What follows belongs to an exercise in optimizing a design on an open flow for small area, a short achievable clock period and few clock cycles; a production flow would make more cautious choices. Function not checked in this run: the RTL went through the layout flow alone.

==> design/flow/config.mk <==
export PLATFORM = sky130hd
export DESIGN_NAME = line_follower_turn_sequencer
export DESIGN_NICKNAME = line_follower_turn_sequencer
export VERILOG_FILES = /design/flow/design.v
export SDC_FILE = /design/flow/constraint.sdc
export NUM_CORES = 4
export LEC_CHECK = 0
export CAP_MARGIN = 20
export CORE_MARGIN = 2
export CORE_UTILIZATION = 40
export SLEW_MARGIN = 20
==> design/flow/constraint.sdc <==
create_clock -name core_clock -period 8.0 [get_ports {clk}]
set_input_delay 1.6000 -clock core_clock [delete_from_list [all_inputs] [get_ports {clk}]]
set_output_delay 1.6000 -clock core_clock [all_outputs]
set_load 0.01 [all_outputs]
==> design/flow/design.v <==
`default_nettype none
package lfts_pkg;
	localparam int YAW_W    = 16;
	localparam int TIME_W   = 32;
	localparam int ANGLE_W  = 9;
	localparam int PERIOD_W = 20;
	localparam int PROD_W   = 36;   
	localparam int THR_W    = 33;   
	localparam int HEAD_W   = 40;   
	localparam int PWR_W    = 8;
	localparam int CFG_IDX_W  = 2;
	localparam int CFG_DATA_W = 20;
	localparam logic [THR_W-1:0] HEADING_PER_DEG = THR_W'(16000000);
	localparam logic [ANGLE_W-1:0]  TURN_ANGLE_RST       = ANGLE_W'(72);
	localparam logic [ANGLE_W-1:0]  TURNAROUND_ANGLE_RST = ANGLE_W'(140);
	localparam logic [PERIOD_W-1:0] PERIOD_RST           = PERIOD_W'(10000);
	localparam logic signed [PWR_W-1:0] PWR_ZERO = PWR_W'(0);
	localparam logic signed [PWR_W-1:0] PWR_FWD  = PWR_W'(60);
	localparam logic signed [PWR_W-1:0] PWR_TURN = PWR_W'(70);
	localparam logic signed [PWR_W-1:0] PWR_BACK = 8'shBA;   
	localparam logic signed [PWR_W-1:0] PWR_CHK  = PWR_W'(50);
	typedef logic [2:0] mode_t;
	localparam logic [2:0] MODE_FWD        = 3'd0;
	localparam logic [2:0] MODE_LEFT       = 3'd1;
	localparam logic [2:0] MODE_CHECK      = 3'd2;
	localparam logic [2:0] MODE_RIGHT      = 3'd3;
	localparam logic [2:0] MODE_TURN90     = 3'd4;
	localparam logic [2:0] MODE_TURNAROUND = 3'd5;
	typedef logic [CFG_IDX_W-1:0] cfg_reg_t;
	localparam logic [CFG_IDX_W-1:0] REG_TURN_ANGLE       = 2'd0;
	localparam logic [CFG_IDX_W-1:0] REG_TURNAROUND_ANGLE = 2'd1;
	localparam logic [CFG_IDX_W-1:0] REG_PERIOD           = 2'd2;
	typedef struct packed {
		logic outer_left;
		logic inner_left;
		logic middle;
		logic inner_right;
		logic outer_right;
		logic park;
	} ir_t;
	typedef struct packed {
		ir_t  ir;
		logic turn_done;
		logic turnaround_done;
	} fsm_in_t;
	typedef struct packed {
		mode_t                   next_mode;
		logic                    clear_heading;
		logic signed [PWR_W-1:0] left_power;
		logic signed [PWR_W-1:0] right_power;
	} fsm_out_t;
	function automatic logic [THR_W-1:0] angle_thr(input logic [ANGLE_W-1:0] deg);
		angle_thr = THR_W'(deg) * HEADING_PER_DEG;
	endfunction
endpackage
`default_nettype wire
`default_nettype none
module lfts_mode_fsm
(
	input  wire [2:0] mode_i,
	input  wire [5:0] ir_i,          
	input  wire       turn_done_i,
	input  wire       back_done_i,
	output reg  [2:0] next_o,
	output reg        clr_o
);
	wire ol  = ir_i[5];
	wire il  = ir_i[4];
	wire mid = ir_i[3];
	wire irr = ir_i[2];
	wire orr = ir_i[1];
	wire pk  = ir_i[0];
	always @(*) begin
		next_o = mode_i;
		clr_o  = 1'b0;
		case (mode_i)
			lfts_pkg::MODE_LEFT: begin
				if (!ol && !il && mid && !irr && !orr) begin
					next_o = lfts_pkg::MODE_FWD;
					clr_o  = 1'b1;
				end
			end
			lfts_pkg::MODE_RIGHT: begin
				if (mid) begin
					next_o = lfts_pkg::MODE_FWD;
					clr_o  = 1'b1;
				end
			end
			lfts_pkg::MODE_TURN90: begin
				if (turn_done_i) begin
					next_o = lfts_pkg::MODE_CHECK;
					clr_o  = 1'b1;
				end
			end
			lfts_pkg::MODE_TURNAROUND: begin
				if (back_done_i) begin
					next_o = lfts_pkg::MODE_CHECK;
					clr_o  = 1'b1;
				end
			end
			lfts_pkg::MODE_CHECK: begin
				if (mid) next_o = lfts_pkg::MODE_FWD;
				if (il)  next_o = lfts_pkg::MODE_RIGHT;
				if (irr) next_o = lfts_pkg::MODE_LEFT;
			end
			default: begin
				next_o = lfts_pkg::MODE_FWD;
				if (!il && !mid && irr && !pk) next_o = lfts_pkg::MODE_LEFT;
				if (il && !mid && !irr && !pk) next_o = lfts_pkg::MODE_RIGHT;
				if (ol && il && mid && irr && orr && !pk) next_o = lfts_pkg::MODE_TURN90;
				if (!ol && !il && !mid && !irr && !orr && !pk) next_o = lfts_pkg::MODE_TURNAROUND;
			end
		endcase
	end
endmodule
module lfts_booth_array
(
	input  wire [15:0] y,
	input  wire [5:0]  one,
	input  wire [5:0]  two,
	input  wire [5:0]  neg,
	output wire [25:0] ra,
	output wire [25:0] rb
);
	wire [16:0] y1 = {y[15], y};
	wire [16:0] y2 = {y, 1'b0};
	wire [16:0] x0 = (({17{one[0]}} & y1) | ({17{two[0]}} & y2)) ^ {17{neg[0]}};
	wire [16:0] x1 = (({17{one[1]}} & y1) | ({17{two[1]}} & y2)) ^ {17{neg[1]}};
	wire [16:0] x2 = (({17{one[2]}} & y1) | ({17{two[2]}} & y2)) ^ {17{neg[2]}};
	wire [16:0] x3 = (({17{one[3]}} & y1) | ({17{two[3]}} & y2)) ^ {17{neg[3]}};
	wire [16:0] x4 = (({17{one[4]}} & y1) | ({17{two[4]}} & y2)) ^ {17{neg[4]}};
	wire [16:0] x5 = (({17{one[5]}} & y1) | ({17{two[5]}} & y2)) ^ {17{neg[5]}};
	wire t1 = x0[10] ^ x1[8];
	wire t2 = x0[10] & x1[8];
	wire t3 = x0[11] ^ x1[9];
	wire t4 = x0[11] & x1[9];
	wire t5 = x0[12] ^ x1[10];
	wire t6 = x0[12] & x1[10];
	wire t7 = x0[13] ^ x1[11];
	wire t8 = x0[13] & x1[11];
	wire t9 = x0[14] ^ x1[12];
	wire t10 = x0[14] & x1[12];
	wire t11 = x0[15] ^ x1[13];
	wire t12 = x0[15] & x1[13];
	wire t13 = ~x0[16] ^ x1[14] ^ x2[12];
	wire t14 = (~x0[16] & x1[14]) | (x2[12] & (~x0[16] ^ x1[14]));
	wire t15 = x1[15] ^ x2[13];
	wire t16 = x1[15] & x2[13];
	wire t17 = x0[6] ^ x1[4];
	wire t18 = x0[6] & x1[4];
	wire t19 = x0[7] ^ x1[5];
	wire t20 = x0[7] & x1[5];
	wire t21 = x0[8] ^ x1[6] ^ x2[4];
	wire t22 = (x0[8] & x1[6]) | (x2[4] & (x0[8] ^ x1[6]));
	wire t23 = x3[2] ^ x4[0];
	wire t24 = x3[2] & x4[0];
	wire t25 = x0[9] ^ x1[7] ^ x2[5];
	wire t26 = (x0[9] & x1[7]) | (x2[5] & (x0[9] ^ x1[7]));
	wire t27 = x3[3] ^ x4[1];
	wire t28 = x3[3] & x4[1];
	wire t29 = x2[6] ^ x3[4] ^ x4[2];
	wire t30 = (x2[6] & x3[4]) | (x4[2] & (x2[6] ^ x3[4]));
	wire t31 = x5[0] ^ neg[5] ^ t1;
	wire t32 = (x5[0] & neg[5]) | (t1 & (x5[0] ^ neg[5]));
	wire t33 = x2[7] ^ x3[5] ^ x4[3];
	wire t34 = (x2[7] & x3[5]) | (x4[3] & (x2[7] ^ x3[5]));
	wire t35 = x5[1] ^ t2 ^ t3;
	wire t36 = (x5[1] & t2) | (t3 & (x5[1] ^ t2));
	wire t37 = x2[8] ^ x3[6] ^ x4[4];
	wire t38 = (x2[8] & x3[6]) | (x4[4] & (x2[8] ^ x3[6]));
	wire t39 = x5[2] ^ t4 ^ t5;
	wire t40 = (x5[2] & t4) | (t5 & (x5[2] ^ t4));
	wire t41 = x2[9] ^ x3[7] ^ x4[5];
	wire t42 = (x2[9] & x3[7]) | (x4[5] & (x2[9] ^ x3[7]));
	wire t43 = x5[3] ^ t6 ^ t7;
	wire t44 = (x5[3] & t6) | (t7 & (x5[3] ^ t6));
	wire t45 = x2[10] ^ x3[8] ^ x4[6];
	wire t46 = (x2[10] & x3[8]) | (x4[6] & (x2[10] ^ x3[8]));
	wire t47 = x5[4] ^ t8 ^ t9;
	wire t48 = (x5[4] & t8) | (t9 & (x5[4] ^ t8));
	wire t49 = x2[11] ^ x3[9] ^ x4[7];
	wire t50 = (x2[11] & x3[9]) | (x4[7] & (x2[11] ^ x3[9]));
	wire t51 = x5[5] ^ t10 ^ t11;
	wire t52 = (x5[5] & t10) | (t11 & (x5[5] ^ t10));
	wire t53 = x3[10] ^ x4[8] ^ x5[6];
	wire t54 = (x3[10] & x4[8]) | (x5[6] & (x3[10] ^ x4[8]));
	wire t55 = 1'b1 ^ t12 ^ t13;
	wire t56 = (1'b1 & t12) | (t13 & (1'b1 ^ t12));
	wire t57 = x3[11] ^ x4[9] ^ x5[7];
	wire t58 = (x3[11] & x4[9]) | (x5[7] & (x3[11] ^ x4[9]));
	wire t59 = 1'b1 ^ t14 ^ t15;
	wire t60 = (1'b1 & t14) | (t15 & (1'b1 ^ t14));
	wire t61 = ~x1[16] ^ x2[14] ^ x3[12];
	wire t62 = (~x1[16] & x2[14]) | (x3[12] & (~x1[16] ^ x2[14]));
	wire t63 = x4[10] ^ x5[8] ^ t16;
	wire t64 = (x4[10] & x5[8]) | (t16 & (x4[10] ^ x5[8]));
	wire t65 = x2[15] ^ x3[13] ^ x4[11];
	wire t66 = (x2[15] & x3[13]) | (x4[11] & (x2[15] ^ x3[13]));
	wire t67 = x5[9] ^ 1'b1;
	wire t68 = x5[9] & 1'b1;
	wire t69 = ~x2[16] ^ x3[14] ^ x4[12];
	wire t70 = (~x2[16] & x3[14]) | (x4[12] & (~x2[16] ^ x3[14]));
	wire t71 = x3[15] ^ x4[13];
	wire t72 = x3[15] & x4[13];
	wire t73 = x0[4] ^ x1[2];
	wire t74 = x0[4] & x1[2];
	wire t75 = x0[5] ^ x1[3];
	wire t76 = x0[5] & x1[3];
	wire t77 = x2[2] ^ x3[0] ^ neg[3];
	wire t78 = (x2[2] & x3[0]) | (neg[3] & (x2[2] ^ x3[0]));
	wire t79 = x2[3] ^ x3[1] ^ t18;
	wire t80 = (x2[3] & x3[1]) | (t18 & (x2[3] ^ x3[1]));
	wire t81 = neg[4] ^ t20 ^ t21;
	wire t82 = (neg[4] & t20) | (t21 & (neg[4] ^ t20));
	wire t83 = t22 ^ t24 ^ t25;
	wire t84 = (t22 & t24) | (t25 & (t22 ^ t24));
	wire t85 = t26 ^ t28 ^ t29;
	wire t86 = (t26 & t28) | (t29 & (t26 ^ t28));
	wire t87 = t30 ^ t32 ^ t33;
	wire t88 = (t30 & t32) | (t33 & (t30 ^ t32));
	wire t89 = t34 ^ t36 ^ t37;
	wire t90 = (t34 & t36) | (t37 & (t34 ^ t36));
	wire t91 = t38 ^ t40 ^ t41;
	wire t92 = (t38 & t40) | (t41 & (t38 ^ t40));
	wire t93 = t42 ^ t44 ^ t45;
	wire t94 = (t42 & t44) | (t45 & (t42 ^ t44));
	wire t95 = t46 ^ t48 ^ t49;
	wire t96 = (t46 & t48) | (t49 & (t46 ^ t48));
	wire t97 = t50 ^ t52 ^ t53;
	wire t98 = (t50 & t52) | (t53 & (t50 ^ t52));
	wire t99 = t54 ^ t56 ^ t57;
	wire t100 = (t54 & t56) | (t57 & (t54 ^ t56));
	wire t101 = t58 ^ t60 ^ t61;
	wire t102 = (t58 & t60) | (t61 & (t58 ^ t60));
	wire t103 = t62 ^ t64 ^ t65;
	wire t104 = (t62 & t64) | (t65 & (t62 ^ t64));
	wire t105 = x5[10] ^ t66 ^ t68;
	wire t106 = (x5[10] & t66) | (t68 & (x5[10] ^ t66));
	wire t107 = x5[11] ^ 1'b1 ^ t70;
	wire t108 = (x5[11] & 1'b1) | (t70 & (x5[11] ^ 1'b1));
	wire t109 = ~x3[16] ^ x4[14] ^ x5[12];
	wire t110 = (~x3[16] & x4[14]) | (x5[12] & (~x3[16] ^ x4[14]));
	wire t111 = x4[15] ^ x5[13];
	wire t112 = x4[15] & x5[13];
	wire t113 = x0[2] ^ x1[0];
	wire t114 = x0[2] & x1[0];
	wire t115 = x0[3] ^ x1[1];
	wire t116 = x0[3] & x1[1];
	wire t117 = x2[0] ^ neg[2] ^ t73;
	wire t118 = (x2[0] & neg[2]) | (t73 & (x2[0] ^ neg[2]));
	wire t119 = x2[1] ^ t74 ^ t75;
	wire t120 = (x2[1] & t74) | (t75 & (x2[1] ^ t74));
	wire t121 = t17 ^ t76 ^ t77;
	wire t122 = (t17 & t76) | (t77 & (t17 ^ t76));
	wire t123 = t19 ^ t78 ^ t79;
	wire t124 = (t19 & t78) | (t79 & (t19 ^ t78));
	wire t125 = t23 ^ t80 ^ t81;
	wire t126 = (t23 & t80) | (t81 & (t23 ^ t80));
	wire t127 = t27 ^ t82 ^ t83;
	wire t128 = (t27 & t82) | (t83 & (t27 ^ t82));
	wire t129 = t31 ^ t84 ^ t85;
	wire t130 = (t31 & t84) | (t85 & (t31 ^ t84));
	wire t131 = t35 ^ t86 ^ t87;
	wire t132 = (t35 & t86) | (t87 & (t35 ^ t86));
	wire t133 = t39 ^ t88 ^ t89;
	wire t134 = (t39 & t88) | (t89 & (t39 ^ t88));
	wire t135 = t43 ^ t90 ^ t91;
	wire t136 = (t43 & t90) | (t91 & (t43 ^ t90));
	wire t137 = t47 ^ t92 ^ t93;
	wire t138 = (t47 & t92) | (t93 & (t47 ^ t92));
	wire t139 = t51 ^ t94 ^ t95;
	wire t140 = (t51 & t94) | (t95 & (t51 ^ t94));
	wire t141 = t55 ^ t96 ^ t97;
	wire t142 = (t55 & t96) | (t97 & (t55 ^ t96));
	wire t143 = t59 ^ t98 ^ t99;
	wire t144 = (t59 & t98) | (t99 & (t59 ^ t98));
	wire t145 = t63 ^ t100 ^ t101;
	wire t146 = (t63 & t100) | (t101 & (t63 ^ t100));
	wire t147 = t67 ^ t102 ^ t103;
	wire t148 = (t67 & t102) | (t103 & (t67 ^ t102));
	wire t149 = t69 ^ t104 ^ t105;
	wire t150 = (t69 & t104) | (t105 & (t69 ^ t104));
	wire t151 = t71 ^ t106 ^ t107;
	wire t152 = (t71 & t106) | (t107 & (t71 ^ t106));
	wire t153 = t72 ^ t108 ^ t109;
	wire t154 = (t72 & t108) | (t109 & (t72 ^ t108));
	wire t155 = 1'b1 ^ t110 ^ t111;
	wire t156 = (1'b1 & t110) | (t111 & (1'b1 ^ t110));
	wire t157 = ~x4[16] ^ x5[14] ^ t112;
	wire t158 = (~x4[16] & x5[14]) | (t112 & (~x4[16] ^ x5[14]));
	wire t159 = x5[15] ^ 1'b1;
	wire t160 = x5[15] & 1'b1;
	assign ra = {t158, t156, t154, t152, t150, t148, t146, t144, t142, t140, t138, t136, t134, t132, t130, t128, t126, t124, t122, t120, t118, t116, t114, neg[1], x0[1], x0[0]};
	assign rb = {t159, t157, t155, t153, t151, t149, t147, t145, t143, t141, t139, t137, t135, t133, t131, t129, t127, t125, t123, t121, t119, t117, t115, t113, 1'b0, neg[0]};
endmodule
`default_nettype wire
`default_nettype none
module line_follower_turn_sequencer
(
	input  wire                clk,
	input  wire                arst_n,
	input  wire                in_valid,
	output wire                in_ready,
	input  wire                in_ir_outer_left,
	input  wire                in_ir_inner_left,
	input  wire                in_ir_middle,
	input  wire                in_ir_inner_right,
	input  wire                in_ir_outer_right,
	input  wire                in_ir_park,
	input  wire signed [15:0]  in_yaw_rate,
	input  wire [31:0]         in_time_us,
	output wire                out_valid,
	input  wire                out_ready,
	output wire signed [7:0]   out_left_power,
	output wire signed [7:0]   out_right_power,
	output wire [2:0]          out_next_mode,
	input  wire                cfg_valid,
	output wire                cfg_ready,
	input  wire [1:0]          cfg_reg_index,
	input  wire [19:0]         cfg_wdata
);
	localparam int CAP = 9;     
	localparam int QD  = 8;     
	localparam int QA  = 3;     
	localparam logic [15:0] DEG_UNIT = 16'd15625;   
	logic [19:0] period_q;
	logic [22:0] thr_t_q;
	logic [22:0] thr_b_q;
	logic        wr_pend_q;
	logic        wr_idx_q;
	logic [8:0]  wr_angle_q;
	assign cfg_ready = 1'b1;
	always_ff @(posedge clk or negedge arst_n) begin
		if (!arst_n) begin
			period_q  <= lfts_pkg::PERIOD_RST;
			thr_t_q   <= 23'(lfts_pkg::TURN_ANGLE_RST) * 23'(DEG_UNIT);
			thr_b_q   <= 23'(lfts_pkg::TURNAROUND_ANGLE_RST) * 23'(DEG_UNIT);
			wr_pend_q <= 1'b0;
		end else begin
			wr_pend_q <= 1'b0;
			if (cfg_valid) begin
				if (cfg_reg_index == lfts_pkg::REG_PERIOD) period_q <= cfg_wdata;
				if (cfg_reg_index == lfts_pkg::REG_TURN_ANGLE || cfg_reg_index == lfts_pkg::REG_TURNAROUND_ANGLE)
					wr_pend_q <= 1'b1;
			end
			if (wr_pend_q) begin
				if (wr_idx_q) thr_b_q <= 23'(wr_angle_q) * 23'(DEG_UNIT);
				else          thr_t_q <= 23'(wr_angle_q) * 23'(DEG_UNIT);
			end
		end
	end
	always_ff @(posedge clk) begin
		wr_idx_q   <= cfg_reg_index[0];
		wr_angle_q <= cfg_wdata[8:0];
	end
	logic [3:0] occ_q;
	logic       in_ready_q;
	logic       out_valid_q;
	logic       accept, pop;
	logic [3:0] occ_nx;
	assign accept   = in_valid && in_ready_q;
	assign pop      = out_valid_q && out_ready;
	assign occ_nx   = occ_q + {3'd0, accept} - {3'd0, pop};
	assign in_ready = in_ready_q;
	always_ff @(posedge clk or negedge arst_n) begin
		if (!arst_n) begin
			occ_q      <= '0;
			in_ready_q <= 1'b1;
		end else begin
			occ_q      <= occ_nx;
			in_ready_q <= occ_nx < 4'(CAP);
		end
	end
	logic        v1, v2, v3, v4;
	logic [5:0]  ir1, ir2, ir3, ir4;
	logic [15:0] y1, y2;
	logic [31:0] t1;
	logic        int2, int3, int4;
	always_ff @(posedge clk or negedge arst_n) begin
		if (!arst_n) begin
			v1 <= 1'b0; v2 <= 1'b0; v3 <= 1'b0; v4 <= 1'b0;
		end else begin
			v1 <= accept; v2 <= v1; v3 <= v2; v4 <= v3;
		end
	end
	always_ff @(posedge clk) begin
		ir1 <= {in_ir_outer_left, in_ir_inner_left, in_ir_middle,
			in_ir_inner_right, in_ir_outer_right, in_ir_park};
		y1  <= in_yaw_rate;
		t1  <= in_time_us;
	end
	logic        pend_q;
	logic [31:0] last_q;
	logic [31:0] elapsed;
	assign elapsed = t1 - last_q;
	always_ff @(posedge clk or negedge arst_n) begin
		if (!arst_n) begin
			pend_q <= 1'b0;
			last_q <= '0;
		end else if (v1) begin
			if (pend_q) begin
				last_q <= t1;
				pend_q <= 1'b0;
			end else if (elapsed >= {12'd0, period_q}) begin
				pend_q <= 1'b1;
			end
		end
	end
	always_ff @(posedge clk) begin
		int2 <= pend_q; ir2 <= ir1; y2 <= y1;
		int3 <= int2;   ir3 <= ir2;
		int4 <= int3;   ir4 <= ir3;
	end
	logic [5:0] lo_one, lo_two, lo_neg, hi_one, hi_two, hi_neg;
	logic [12:0] pl, ph;    
	assign pl = {2'b00, period_q[9:0], 1'b0};
	assign ph = {2'b00, period_q[19:10], 1'b0};
	always_comb begin
		for (int i = 0; i < 6; i++) begin
			lo_one[i] = pl[2*i+1] ^ pl[2*i];
			lo_two[i] = (pl[2*i+2] & ~pl[2*i+1] & ~pl[2*i]) | (~pl[2*i+2] & pl[2*i+1] & pl[2*i]);
			lo_neg[i] = pl[2*i+2];
			hi_one[i] = ph[2*i+1] ^ ph[2*i];
			hi_two[i] = (ph[2*i+2] & ~ph[2*i+1] & ~ph[2*i]) | (~ph[2*i+2] & ph[2*i+1] & ph[2*i]);
			hi_neg[i] = ph[2*i+2];
		end
	end
	logic        hi_a, hi_b;
	logic [25:0] ra, rb, ra_q, rb_q;
	logic [25:0] r_q, bsum, addend;
	logic [9:0]  lo10_q;
	assign hi_a = v2 && int2;
	assign hi_b = v3 && int3;
	lfts_booth_array u_arr (
		.y   (hi_a ? y2 : y1),
		.one (hi_a ? hi_one : lo_one),
		.two (hi_a ? hi_two : lo_two),
		.neg (hi_a ? hi_neg : lo_neg),
		.ra  (ra),
		.rb  (rb)
	);
	assign addend = hi_b ? {{10{r_q[25]}}, r_q[25:10]} : 26'd0;
	assign bsum   = ra_q + rb_q + addend;
	always_ff @(posedge clk) begin
		ra_q   <= ra;
		rb_q   <= rb;
		r_q    <= bsum;
		lo10_q <= r_q[9:0];
	end
	logic [2:0]         mode_q;
	logic signed [39:0] head_q;
	logic               ft_q, fb_q;
	logic               ct, cb;
	logic [2:0]         next_d, next_f, next_r;
	logic               clr_d, clr_f;
	logic signed [35:0] step;
	logic signed [40:0] hsum;
	logic signed [39:0] hsat;
	assign ct = !head_q[39] && (head_q[38:10] >= {6'd0, thr_t_q});
	assign cb = !head_q[39] && (head_q[38:10] >= {6'd0, thr_b_q});
	lfts_mode_fsm u_fsm_d (
		.mode_i (mode_q), .ir_i (ir4), .turn_done_i (ct), .back_done_i (cb),
		.next_o (next_d), .clr_o (clr_d)
	);
	lfts_mode_fsm u_fsm_f (
		.mode_i (mode_q), .ir_i (ir4), .turn_done_i (ft_q), .back_done_i (fb_q),
		.next_o (next_f), .clr_o (clr_f)
	);
	assign step = {r_q, lo10_q};
	assign hsum = {head_q[39], head_q} + {{5{step[35]}}, step};
	always_comb begin
		if (hsum[40] != hsum[39]) hsat = hsum[40] ? {1'b1, 39'd0} : {1'b0, {39{1'b1}}};
		else                      hsat = hsum[39:0];
	end
	assign next_r = int4 ? next_f : next_d;
	always_ff @(posedge clk or negedge arst_n) begin
		if (!arst_n) begin
			mode_q <= lfts_pkg::MODE_FWD;
			head_q <= '0;
			ft_q   <= 1'b0;
			fb_q   <= 1'b0;
		end else begin
			ft_q <= ct;
			fb_q <= cb;
			if (v4) begin
				if (int4) begin
					mode_q <= next_f;
					head_q <= clr_f ? {{4{step[35]}}, step} : hsat;
				end else begin
					mode_q <= next_d;
					if (clr_d) begin
						head_q <= '0;
						ft_q   <= thr_t_q == 23'd0;
						fb_q   <= thr_b_q == 23'd0;
					end
				end
			end
		end
	end
	logic [2:0]    q_mem [QD];
	logic [QA-1:0] q_wp, q_rp;
	logic [QA:0]   q_cnt;
	logic [2:0]    out_next_q;
	logic [7:0]    out_l_q, out_r_q;
	logic          load, from_q, q_wr;
	logic [2:0]    load_next;
	logic [7:0]    dec_l, dec_r;
	assign load      = !out_valid_q || out_ready;
	assign from_q    = q_cnt != 0;
	assign q_wr      = v4 && (!load || from_q);
	assign load_next = from_q ? q_mem[q_rp] : next_r;
	always_comb begin
		case (out_next_q)
			lfts_pkg::MODE_LEFT:       begin dec_l = lfts_pkg::PWR_FWD;  dec_r = lfts_pkg::PWR_ZERO; end
			lfts_pkg::MODE_RIGHT:      begin dec_l = lfts_pkg::PWR_ZERO; dec_r = lfts_pkg::PWR_FWD;  end
			lfts_pkg::MODE_TURN90:     begin dec_l = lfts_pkg::PWR_ZERO; dec_r = lfts_pkg::PWR_TURN; end
			lfts_pkg::MODE_TURNAROUND: begin dec_l = lfts_pkg::PWR_BACK; dec_r = lfts_pkg::PWR_TURN; end
			lfts_pkg::MODE_CHECK:      begin dec_l = lfts_pkg::PWR_CHK;  dec_r = lfts_pkg::PWR_CHK;  end
			default:                   begin dec_l = lfts_pkg::PWR_FWD;  dec_r = lfts_pkg::PWR_FWD;  end
		endcase
	end
	always_ff @(posedge clk or negedge arst_n) begin
		if (!arst_n) begin
			out_valid_q <= 1'b0;
			out_next_q  <= lfts_pkg::MODE_FWD;
			q_wp        <= '0;
			q_rp        <= '0;
			q_cnt       <= '0;
		end else begin
			if (load) begin
				if (from_q || v4) begin
					out_valid_q <= 1'b1;
					out_next_q  <= load_next;
				end else begin
					out_valid_q <= 1'b0;
				end
			end
			if (q_wr) q_wp <= q_wp + 1'b1;
			if (load && from_q) q_rp <= q_rp + 1'b1;
			q_cnt <= q_cnt + {{QA{1'b0}}, q_wr} - {{QA{1'b0}}, load && from_q};
		end
	end
	always_ff @(posedge clk) begin
		if (q_wr) q_mem[q_wp] <= next_r;
		if (load && (from_q || v4)) begin
			out_l_q <= dec_l;
			out_r_q <= dec_r;
		end
	end
	assign out_valid       = out_valid_q;
	assign out_left_power  = out_l_q;
	assign out_right_power = out_r_q;
	assign out_next_mode   = out_next_q;
endmodule
`default_nettype wire
==> design/flow/run.sh <==
#!/bin/bash
# synth_recipe.tcl (not shown) runs the flow's synth.tcl, then flattens the netlist and writes it again
# the make line also repeats each setting of config.mk as NAME=value (left out here)
make -C /OpenROAD-flow-scripts/flow DESIGN_CONFIG=/design/flow/config.mk WORK_HOME=/design/flow/orfs CLKGATE_MAP_FILE= SYNTH_SCRIPT=/design/flow/synth_recipe.tcl finish
==> reports/metrics.cfg <==
[timing]
worst_pin_slew_ns = 1.05
setup_viol = 0
skew_ns = 0.0251
post-route-period-util = 0.550
grt_setup_unrepaired = false
maxSlewViolCount = 0
period_needed_ns = 4.40
relSlewSlack = 0.280
hold_violations = 0
finalSetupTns_ns = 0
max_freq_mhz = 227

[grt]
grt_first_pass_wirelength_mm = 100
antenna_found_initial = 0
grt.overflow.total = 0
grt_max_degree = 79
grt_pass1_vias = 18900
grt_usage = 0.191

[worst_hold_path]
whs_path_depth = 0
hp-class = flop to flop

[routing]
drc_errors = 0
dr.pass1.iters = 5
met2_length_mm = 29.1
ant_nets = 0
post_drt_wl_per_cell_um = 17.5
vias = 18600
drt-total-wl_mm = 61.2
vias_per_cell = 5.33
met3_length_mm = 2.56
first_iter_violations = 1148
maxUsedRoutingLayer = met4
wl_met1_mm = 28.0

[synth]
synthArstFlopShare = 0.431
synth_edf_count = 34
yosysSeqAreaShare = 0.357
ys_types = 81
netlist_area_um2 = 25300
synth_ff_type = dfxtp_1
yosysWarningCount = 2
postSynthAreaPerCell_um2 = 9.94
synthCells = 2542
ys_ff_latch = 390

[place]
postPlaceCellArea_um2 = 27100
gp_congestion = 0.905
dp.final_hpwl_mm = 46.1
port_buffers = 97

[setup_path]
critPathMaxStageDelay_ns = 0.56
crit_chain = inv_1 > ha_1 > inv_1 > fa_1 > a21o_1 > a31oi_1 > o22ai_1 > o41ai_1 > xnor2_1 > ha_1 > a21oi_1 > nor2b_1 > o21ai_0 > o2111ai_1 > a2111oi_0 > nand4_1 > nand4b_1 > nor4_1 > o2111a_1 > a41oi_1
crit_slowest_cell = o41ai_1
crit_fanout = 4
required_ns = 8.45
critPathCaptureType = flop
cp_num_cells = 20
cp.arrival_ns = 4.85
critPathBufInv = 2
startpoint_type = flop
critPathKind = flop to flop
reg2reg_depth = 20
critPathTopFamily = compound AO/OA/AOI/OAI gates

[floorplan]
rows = 92
dieHeight_um = 255
io-pin-count = 103
die_area_um2 = 65200
fp.dieW_um = 255
start_util = 0.403
core_area_um2 = 62700

[layout]
drive_above_1_share = 0.0899
fillers = 5827
area_growth_pct = 14.0
nets = 3049
stdcell_area_um2 = 28800

[clocking]
cts_buffers = 46
worstSkewPairLatency_ns = 0.59
cts_setup_buffers = 0
cts_tree = yes
cts_buffer_depth = 3
clkSlewWorstSetupHoldPaths_ns = 0.07
cts_resized = 0
holdBufCountCts = 0
root_buffer = clkbuf_16
cts.sinks = 390
cts_max_level = 2

[flow_run]
max-cap-violations = 0

[status]
outcome = no timing/DRC/antenna violations

## logic make-up after synthesis
group	share of synthesized area
and+or+nand+nor	0.0966
muxes	0.0462
xor gates and xnor gates	0.0701
other	0.000297
adders and majority gates	0.209
buffers and inverters	0.0563
AOI/OAI and AO/OA	0.164
DFF	0.357
## cell type report
class	instances	area (um2)	area share
Multi-Input combinational cell	1793	14900	0.518
Sequential cell	390	9020	0.313
Clock buffer	61	1400	0.0485
Timing Repair Buffer	122	1180	0.0411
Tap cell	846	1060	0.0368
Inverter	255	957	0.0332
Clock inverter	25	273	0.00947
Antenna cell	1	2.50	0.0000869
## routing by layer
metal,up-vias,GRT usage
met5,-,0
li1,9128,-
met1,9011,0.252
met4,0,0.0602
met3,89,0.0252
met2,390,0.323
## flip-flops by register name, summed over array words and instances (netlist names), 9 cells and up
register / cells
r_q: 26
last_q: 32
lo10_q: 10
wr_angle_q: 9
rb_q: 25
t1: 32
ra_q: 26
q_mem: 24
y2: 16
y1: 16
period_q: 20
head_q: 40
thr_b_q: 23
thr_t_q: 23
## synth_stat cells (16+ instances only)
| master | instances | share of area |
|---|---|---|
| a21o_1 | 64 | 0.019 |
| a21oi_1 | 143 | 0.028 |
| a22o_1 | 32 | 0.011 |
| a31oi_1 | 16 | 0.0040 |
| a41oi_1 | 34 | 0.012 |
| and3_1 | 28 | 0.0069 |
| clkbuf_1 | 81 | 0.012 |
| dfrtp_1 | 146 | 0.14 |
| dfstp_2 | 22 | 0.023 |
| dfxtp_1 | 188 | 0.15 |
| edfxtp_1 | 34 | 0.040 |
| fa_1 | 104 | 0.082 |
| ha_1 | 256 | 0.13 |
| inv_1 | 254 | 0.038 |
| mux2_2 | 63 | 0.028 |
| mux2i_1 | 30 | 0.012 |
| nand2_1 | 134 | 0.020 |
| nand2b_1 | 21 | 0.0052 |
| nand3_1 | 39 | 0.0077 |
| nand4_1 | 27 | 0.0067 |
| nor2_1 | 136 | 0.020 |
| nor2b_1 | 17 | 0.0042 |
| nor3_1 | 33 | 0.0065 |
| nor4_1 | 20 | 0.0050 |
| o21a_1 | 16 | 0.0048 |
| o21ai_0 | 104 | 0.021 |
| o21bai_1 | 23 | 0.0068 |
| o22ai_1 | 81 | 0.020 |
| xnor2_1 | 128 | 0.044 |
| xor2_1 | 74 | 0.026 |
## path summary, 6_finish.rpt
kind                                startpoint                     end  slack (ns)
worst min-delay path            ir3[5]$_DFF_P_          ir4[5]$_DFF_P_        0.33
worst max-delay path             t1[0]$_DFF_P_      pend_q$_DFFE_PN0P_        3.60
max in group asynchronous               arst_n      occ_q[1]$_DFF_PN0_        5.94
worst max register to register   t1[0]$_DFF_P_      pend_q$_DFFE_PN0P_        3.60
min in group asynchronous               arst_n  thr_b_q[0]$_DFFE_PN0P_        0.98
worst min register to register  ir3[5]$_DFF_P_          ir4[5]$_DFF_P_        0.33
## placed cells by master, fill, tap and decap left out, types with 9 or more instances in the layout
cell type / n
ha_1: 256
a41oi_1: 34
a22o_1: 32
clkbuf_16: 53
nand3_1: 37
nor4_1: 20
or2_2: 12
nand2_1: 133
mux2i_1: 21
o22ai_1: 81
a31oi_1: 16
o21bai_1: 23
a211oi_1: 15
nor2b_1: 17
clkinv_2: 9
and3_1: 28
inv_1: 254
xor2_1: 74
xnor2_1: 128
mux2_2: 63
clkdlybuf4s50_1: 96
buf_4: 22
o21ai_0: 104
dfxtp_1: 188
nor2_1: 136
a21o_1: 64
o31ai_1: 12
nor3_1: 33
dfstp_2: 22
fa_1: 104
a21oi_1: 142
dfrtp_1: 146
edfxtp_1: 34
o21a_1: 16
o211ai_1: 12
nand4_1: 27
nand2b_1: 21
## through the flow
stage               worst slack, ns  instances  utilization  hold slack, ns
detailed placement             3.66       3403        0.431           0.313
finish                         3.60       3493        0.459           0.327
global route                   3.24       3492        0.459           0.335
floorplan                      4.06       2545            -           0.310
global placement               3.67       3403        0.431           0.315
CTS                            3.63       3489        0.458           0.330

[afterwards: timing with drivers on the ports]
The results above use ideal ports. As a check the final layout listed here was re-extracted and re-timed, cells and wires unchanged. Step 1 sets driving cells, clkbuf_16 on the clock port and buf_2 on the other inputs (assumed; they add their load-dependent delay and slew). Step 2 adds t to the input delays and takes it off the output delays; t is the mean of the earliest and latest rising clock arrival at the registers after step 1. Input paths then give back, and output paths get back, about the clock's delay inside the block. Three values: no drivers, after step 1, after step 2; two values: the first two.
t, ns: 0.631
setup slack, ns: 3.597 / 3.597 / 3.597
slew at the worst register clock pin (ns): 0.07 / 0.07
worst slew at a driven data input, ns: 0.04
After both steps this run still meets setup and hold. For this run, drivers alone change the setup slack by 0.000 ns; drivers and shift together by 0.000 ns.
